Background: an optimization exercise with open tools, aiming at small area, a short achievable clock period and few clock cycles per item. Do not read the settings as production practice. The RTL of this run was laid out without a check of its function. No activity file was given, so power comes from the tool's default toggle rates.

===== flow/config.mk =====
export PLATFORM = sky130hd
export DESIGN_NAME = task_priority_queue
export DESIGN_NICKNAME = task_priority_queue
export VERILOG_FILES = /design/flow/design.v
export SDC_FILE = /design/flow/constraint.sdc
export NUM_CORES = 4
export LEC_CHECK = 0
export CAP_MARGIN = 20
export CORE_MARGIN = 2
export CORE_UTILIZATION = 40
export SETUP_SLACK_MARGIN = 1.0
export SLEW_MARGIN = 20
export SYNTH_HIERARCHICAL = 1
export SYNTH_MINIMUM_KEEP_SIZE = 0

===== flow/constraint.sdc =====
create_clock -name core_clock -period 3.7 [get_ports {clk}]
set_input_delay 0.7400 -clock core_clock [delete_from_list [all_inputs] [get_ports {clk}]]
set_output_delay 0.7400 -clock core_clock [all_outputs]
set_load 0.01 [all_outputs]

===== flow/design.v =====
`default_nettype none
package tpq_pkg;
	typedef enum logic {
		OP_ENQ = 1'b0,
		OP_DEQ = 1'b1
	} op_t;
	typedef enum logic [1:0] {
		ST_OK    = 2'd0,
		ST_FULL  = 2'd1,
		ST_EMPTY = 2'd2
	} status_t;
	typedef struct packed {
		logic [7:0]  prio;
		logic [15:0] arrival;
		logic [15:0] service;
		logic [7:0]  dev;
	} entry_t;
	typedef struct packed {
		logic enq;
		logic deq;
	} ctrl_t;
endpackage
`default_nettype wire
`default_nettype none
module tpq_cell (
	input  wire logic            clk,
	input  wire logic            we,
	input  wire tpq_pkg::entry_t new_entry,
	input  wire logic [23:0]     new_key_x,  
	output tpq_pkg::entry_t      slot_q,
	output logic                 ahead
);
	tpq_cmp u_cmp (
		.sp (slot_q.prio),
		.sa (slot_q.arrival),
		.xp (new_key_x[23:16]),
		.xa (new_key_x[15:0]),
		.gt (ahead)
	);
	always_ff @(posedge clk) begin
		if (we) begin
			slot_q <= new_entry;
		end
	end
endmodule
module tpq_cmp (
	input  wire logic [7:0]  sp,
	input  wire logic [15:0] sa,
	input  wire logic [7:0]  xp,
	input  wire logic [15:0] xa,
	output logic             gt
);
	logic [7:0]  pg0, pe0;
	logic [3:0]  pg1, pe1;
	logic [1:0]  pg2, pe2;
	logic        pg3, pe3;
	logic [15:0] aw0, ae0;
	logic [7:0]  aw1, ae1;
	logic [3:0]  aw2, ae2;
	logic [1:0]  aw3, ae3;
	logic        aw4, ae4;
	assign pg0 = sp & xp;
	assign pe0 = sp ^ xp;
	assign aw0 = sa & xa;
	assign ae0 = sa ^ xa;
	always_comb begin
		for (int k = 0; k < 4; k++) begin
			pg1[k] = pg0[2*k+1] | (pe0[2*k+1] & pg0[2*k]);
			pe1[k] = pe0[2*k+1] & pe0[2*k];
		end
		for (int k = 0; k < 2; k++) begin
			pg2[k] = pg1[2*k+1] | (pe1[2*k+1] & pg1[2*k]);
			pe2[k] = pe1[2*k+1] & pe1[2*k];
		end
		pg3 = pg2[1] | (pe2[1] & pg2[0]);
		pe3 = pe2[1] & pe2[0];
		for (int k = 0; k < 8; k++) begin
			aw1[k] = aw0[2*k+1] | (ae0[2*k+1] & aw0[2*k]);
			ae1[k] = ae0[2*k+1] & ae0[2*k];
		end
		for (int k = 0; k < 4; k++) begin
			aw2[k] = aw1[2*k+1] | (ae1[2*k+1] & aw1[2*k]);
			ae2[k] = ae1[2*k+1] & ae1[2*k];
		end
		for (int k = 0; k < 2; k++) begin
			aw3[k] = aw2[2*k+1] | (ae2[2*k+1] & aw2[2*k]);
			ae3[k] = ae2[2*k+1] & ae2[2*k];
		end
		aw4 = aw3[1] | (ae3[1] & aw3[0]);
		ae4 = ae3[1] & ae3[0];
	end
	assign gt = pg3 | (pe3 & !aw4 & !ae4);
endmodule
`default_nettype wire
`default_nettype none
module task_priority_queue
#(
	parameter int QUEUE_DEPTH = 16
) (
	input  wire logic        clk,
	input  wire logic        arst_n,
	input  wire logic        req_valid,
	output      logic        req_ready,
	input  wire logic        req_operation,
	input  wire logic [7:0]  req_priority_req,
	input  wire logic [15:0] req_arrive_tick,
	input  wire logic [15:0] req_run_cycles,
	input  wire logic [7:0]  req_owner_tag,
	output      logic        rsp_valid,
	input  wire logic        rsp_ready,
	output      logic [1:0]  rsp_status,
	output      logic        rsp_task_valid,
	output      logic [7:0]  rsp_out_priority,
	output      logic [15:0] rsp_out_arrive_tick,
	output      logic [15:0] rsp_out_run_cycles,
	output      logic [7:0]  rsp_out_owner_tag,
	output      logic [4:0]  rsp_occupancy
);
	localparam int N  = QUEUE_DEPTH;
	localparam int CW = $clog2(QUEUE_DEPTH + 1);
	logic [CW-1:0]   count_q;
	logic [N-1:0]    valid_q;
	logic [N-1:0]    alloc_q;      
	logic [N*48-1:0] slot_v;       
	logic [N-1:0]    ahead;        
	logic [N-1:0][N-1:0] bef_q;    
	logic [N-1:0]    head;         
	logic [N-1:0]    we;
	logic [N-1:0]    valid_next;
	logic [N-1:0]    alloc_next;
	logic            ovalid_q;
	tpq_pkg::status_t status_q;
	logic            tvalid_q;
	logic [N-1:0]    sel_q;        
	tpq_pkg::entry_t sel_entry;
	logic            fire, is_full, is_empty, enq, deq;
	logic [CW-1:0]   count_next;
	tpq_pkg::entry_t new_entry;
	logic [23:0]     new_key_x;
	assign req_ready = !ovalid_q || rsp_ready;
	assign fire      = req_valid && req_ready;
	assign is_full   = count_q[CW-1];
	assign is_empty  = (count_q == '0);
	assign enq       = fire && (tpq_pkg::op_t'(req_operation) == tpq_pkg::OP_ENQ) && !is_full;
	assign deq       = fire && (tpq_pkg::op_t'(req_operation) == tpq_pkg::OP_DEQ) && !is_empty;
	assign new_entry.prio    = req_priority_req;
	assign new_entry.arrival = req_arrive_tick;
	assign new_entry.service = req_run_cycles;
	assign new_entry.dev     = req_owner_tag;
	assign new_key_x = ~{req_priority_req, req_arrive_tick};
	assign we = enq ? alloc_q : '0;
	for (genvar i = 0; i < N; i++) begin : g_cell
		tpq_cell u_cell (
			.clk       (clk),
			.we        (we[i]),
			.new_entry (new_entry),
			.new_key_x (new_key_x),
			.slot_q    (slot_v[i*48 +: 48]),
			.ahead     (ahead[i])
		);
	end
	always_comb begin
		for (int i = 0; i < N; i++) begin
			head[i] = valid_q[i];
			for (int j = 0; j < N; j++) begin
				if (j < i) head[i] = head[i] && (!valid_q[j] || !bef_q[j][i]);
				if (j > i) head[i] = head[i] && (!valid_q[j] || bef_q[i][j]);
			end
		end
	end
	always_comb begin
		valid_next = valid_q;
		count_next = count_q;
		if (enq) begin
			valid_next = valid_q | alloc_q;
			count_next = count_q + CW'(1);
		end else if (deq) begin
			valid_next = valid_q & ~head;
			count_next = count_q - CW'(1);
		end
	end
	logic [N-1:0] alloc_enq;
	logic [N-1:0] below_alloc;
	always_comb begin
		logic seen;
		seen = 1'b0;
		for (int i = 0; i < N; i++) begin
			alloc_enq[i] = !(valid_q[i] || alloc_q[i]) && !seen;
			seen = seen || !(valid_q[i] || alloc_q[i]);
		end
		seen = 1'b1;
		for (int i = 0; i < N; i++) begin
			seen = seen && valid_q[i];
			below_alloc[i] = seen;
		end
	end
	always_comb begin
		alloc_next = alloc_q;
		if (enq) begin
			alloc_next = alloc_enq;
		end else if (deq && |(head & below_alloc)) begin
			alloc_next = head;
		end
	end
	always_ff @(posedge clk) begin
		for (int i = 0; i < N; i++) begin
			for (int j = i + 1; j < N; j++) begin
				if (enq && (alloc_q[i] || alloc_q[j])) begin
					bef_q[i][j] <= alloc_q[i] ? !ahead[j] : ahead[i];
				end
			end
		end
	end
	always_ff @(posedge clk or negedge arst_n) begin
		if (!arst_n) begin
			count_q  <= '0;
			valid_q  <= '0;
			alloc_q  <= N'(1);
			ovalid_q <= 1'b0;
		end else begin
			count_q <= count_next;
			valid_q <= valid_next;
			alloc_q <= alloc_next;
			if (fire) begin
				ovalid_q <= 1'b1;
			end else if (rsp_ready) begin
				ovalid_q <= 1'b0;
			end
		end
	end
	always_ff @(posedge clk) begin
		if (fire) begin
			tvalid_q <= deq;
			sel_q    <= deq ? head : '0;
			if (enq || deq) begin
				status_q <= tpq_pkg::ST_OK;
			end else if (tpq_pkg::op_t'(req_operation) == tpq_pkg::OP_ENQ) begin
				status_q <= tpq_pkg::ST_FULL;
			end else begin
				status_q <= tpq_pkg::ST_EMPTY;
			end
		end
	end
	always_comb begin
		sel_entry = '0;
		for (int i = 0; i < N; i++) begin
			sel_entry = sel_entry | (slot_v[i*48 +: 48] & {48{sel_q[i]}});
		end
	end
	assign rsp_valid           = ovalid_q;
	assign rsp_status          = status_q;
	assign rsp_task_valid      = tvalid_q;
	assign rsp_out_priority    = sel_entry.prio;
	assign rsp_out_arrive_tick = sel_entry.arrival;
	assign rsp_out_run_cycles  = sel_entry.service;
	assign rsp_out_owner_tag   = sel_entry.dev;
	assign rsp_occupancy       = count_q;
endmodule
`default_nettype wire

===== flow/run.sh =====
#!/bin/bash
# synth_recipe.tcl (not shown) runs the flow's synth.tcl, then flattens the netlist and writes it again
# the make line also repeats each setting of config.mk as NAME=value (left out here)
make -C /OpenROAD-flow-scripts/flow DESIGN_CONFIG=/design/flow/config.mk WORK_HOME=/design/flow/orfs CLKGATE_MAP_FILE= SYNTH_SCRIPT=/design/flow/synth_recipe.tcl finish

==> impl_metrics.toml <==
[final_layout]
final_layout_size_suffix_gt1_share_pct = 28.8
mostFrequentLayoutCells = "edfxtp_1 (907), ha_1 (370), buf_4 (343), nand2_1 (244), a21oi_1 (241)"
layout_commonest_cell = "edfxtp_1"
area_growth_pct = 31.0
nFillCells = 9231
finalInstanceArea_um2 = 58400
nets = 4201

[clocking]
root_buffer = "clkbuf_16"
cts_tree = "built"
cts.clk_slew.worst_paths_ns = 0.08
cts_hold_buffers = 0
clock-sinks = 945
cts_max_level = 3
cts.path.max_buffers = 3
cts_buffers = 99
clkLatencyLatePin_ns = 0.74

[logic_synthesis]
syn_nets = 3606
synth.avg_cell_area_um2 = 14.1
synthFlopType = "edfxtp_1"
yosysSeqAreaShare_pct = 63.2
ys_seq_elements = 945
synth_edf_count = 907
syn_inst = 3165
synth_top_family_by_area = "compound AO/OA/AOI/OAI gates"
syn_area_um2 = 44600
synth-simple-area-share_pct = 7.86
muxShareOfSynthArea_pct = 0.542
synth_fa_ha_area_share_pct = 10.9
ys_async_sr_fraction_pct = 4.02
yosys_warnings = 9
synth_compound_area_share_pct = 15.3
synth_xor_area_share_pct = 0.0590
synth_cell_types = 65

[critical_path]
crit_fanout = 6
cp.arrival_ns = 2.72
cp.required_ns = 2.96
reg2reg_depth = 9
cp-start-kind = "flip-flop"
end_kind = "output pin"
r2r_start = "valid_q[1]$_DFFE_PN0P_"
crit_start = "sel_q[10]$_SDFFCE_PN0P_"
criticalPathCategory = "flip-flop to output pin"

[routing]
ant_nets = 0
dr.pass1.iters = 8
drtIter0Drc = 5102
wl_per_cell_um = 35.9
via_count = 34904
drc = 0
finalWirelength_um = 192000
viasPerCell = 6.54

[timing]
post-route-min-period_ns = 3.46
grt_setup_unrepaired = "yes"
setup_viol = 0
finalCritPeriodShare_pct = 93.6
max_slew_margin_pct = 34.4
worst_pin_slew_ns = 0.983
hold_violations = 0
max_freq_mhz = 289
hold_ws_ns = 0.171
report.final.slew_viol_count = 0
finalClockSkew_ns = 0.0513

[run]
drv_cap = 0

[placement]
io_buffers = 110
gp_congestion = 1.04
postPlaceCellArea_um2 = 50300
dp_hpwl_um = 110000

[power]
p_switching_mw = 6.79
combPwrFrac_pct = 13.2
ir_drop_mv = 0.396
clockPowerShare_pct = 39.7
power_frac_seq_pct = 47.1
intPower_mw = 19.3
total_leakage_power_nw = 22.5
power_switching_share_pct = 26.0
power-per-cell-area_nw_per_um2 = 448

[floorplan]
die_area_um2 = 114000
start_util_pct = 40.3
rows = 122
dieHeight_um = 338
fp.dieW_um = 338
ios = 111
core-area_um2 = 111000

[global_route]
grt_pass1_wl_um = 249000
grt_use_total_pct = 31.4
gr-total-overflow = 0
grt_pass1_vias = 32138
antenna_found_initial = 9
grt_max_degree = 49

[worst_hold_path]
hold_class = "input port to asynchronous set/reset pin"

[run_status]
outcome = "complete, no violations"
==> per-stage QoR <==
step | worst slack (ns) | TNS (ns) | total power, mW | cells | utilization (%)
detailed placement | -0.690 | -24.40 | 15.2 | 4923 | 45.5
finish | 0.235 | 0 | 26.1 | 5333 | 52.8
global placement | -0.617 | -19.38 | 15.2 | 4923 | 45.5
CTS | 0.288 | 0 | 25.7 | 5204 | 50.4
floorplan | 0.965 | 0 | 13.8 | 3165 | -
global route | 0.230 | 0 | 26.8 | 5331 | 52.8
==> layout make-up <==
class,count,area (um2),share of cell area (%)
flip-flops and latches,945,28200,48.3
multi-input cells,2002,17400,29.7
repair buffers,653,7280,12.5
clock buffers,123,2660,4.56
well taps,1488,1860,3.19
clock inverters,60,681,1.17
inverters,59,307,0.525
diodes,3,7.51,0.0129
==> per-module statistics from Yosys (local to each module, per instance) <==
module | cells inside | copies in the design
tpq_cmp | 57 | 16
tpq_cell | 48 | 16
task_priority_queue | 1485 | 1
==> path summary, 6_finish.rpt <==
check                                                   endpoint  slack (ns)
min                                       valid_q[7]$_DFFE_PN0P_        0.17
max in group asynchronous                 valid_q[4]$_DFFE_PN0P_        2.80
min in group core_clock    g_cell[5].u_cell.slot_q[41]$_DFFE_PP_        0.47
min reg2reg                                 ovalid_q$_DFFE_PN0P_        0.56
max reg2reg                               alloc_q[9]$_DFFE_PN0P_        0.91
max                                      rsp_out_arrive_tick[12]        0.24
==> cells in the mapped netlist (all sizes together) (38+ instances only) <==
| master | number | share of area, % |
|---|---|---|
| o2111ai | 38 | 0.75 |
| nand2 | 257 | 2.2 |
| nand2b | 57 | 0.80 |
| nand4 | 96 | 1.3 |
| ha | 387 | 11 |
| a21o | 50 | 0.84 |
| a221oi | 208 | 4.1 |
| clkbuf | 124 | 1.0 |
| nand3 | 40 | 0.45 |
| nor2 | 87 | 0.73 |
| o21ai | 51 | 0.57 |
| inv | 58 | 0.49 |
| a21oi | 253 | 2.8 |
| edfxtp | 907 | 61 |
| a22o | 197 | 3.9 |
==> what timing repair did <==
item,CTS,global route
setup endpoints to repair,184,185
resized for setup,384,322
setup buffers,79,104
pin swaps,59,121
cloned,19,22
==> worst max-delay path: stages, from the launching register on <==
cell      delay (ns)
edfxtp_1        0.48
buf_12          0.24
buf_12          0.18
a22o_1          0.21
a221oi_2        0.27
nand4_1         0.34
buf_2           0.26
==> power groups by stage <==
stage / logic (mW) / registers [mW] / clock network, mW
finish: 3.45 / 12.3 / 10.4
detailed placement: 2.68 / 12.5 / 0
global placement: 2.65 / 12.5 / 0
floorplan: 1.40 / 12.4 / 0
global route: 3.61 / 12.3 / 10.8
CTS: 3.00 / 12.3 / 10.4
==> flip-flops by register name, summed over array words and instances, names as in the netlist <==
signal and flops:
g_cell.u_cell.slot_q 768, bef_q 120, alloc_q 16, sel_q 16, valid_q 16, count_q 5
status_q 2, ovalid_q 1, tvalid_q 1
==> cell families after synthesis <==
family                   count (synthesis)
flip-flops                             945
AO/OA/AOI/OAI                          912
AND/OR/NAND/NOR                        679
adder cells (fa/ha/maj)                388
buffers and inverters                  218
multiplexers                            20
XOR/XNOR                                 3
==> per-layer routing <==
| metal | global-route usage (%) | up-vias | routed length [um] |
|---|---|---|---|
| li1 | - | 14171 | - |
| met1 | 43.2 | 17473 | 72300 |
| met2 | 46.9 | 2716 | 82100 |
| met3 | 8.97 | 540 | 26300 |
| met4 | 12.4 | 4 | 10800 |
| met5 | 0 | - | 181 |

separate check: timing with driven ports:
No port has a modelled driver above. Below, the same layout with a new extraction and two added sets of constraints.
Step 1 (the two cells are an assumption about what drives the block):
set clk [get_ports {clk}]
set_driving_cell -lib_cell sky130_fd_sc_hd__clkbuf_16 $clk
set_driving_cell -lib_cell sky130_fd_sc_hd__buf_2 [delete_from_list [all_inputs] $clk]
Step 2, shift: input delay + t, output delay - t, t = (earliest + latest rising clock arrival at the registers) / 2. This alone moves slack from input paths to output paths.
a / b / c = no drivers / after step 1 / after step 2; a / b = the first two.
t (ns): 0.789
slack for setup (ns): 0.235 / 0.156 / 0.286
slew at the worst register clock pin (ns): 0.08 / 0.08
pins driven straight from the clock port: 1
After both steps this run still meets setup and hold. The setup slack of this run moves by -0.079 ns with the drivers and by +0.051 ns with both steps.
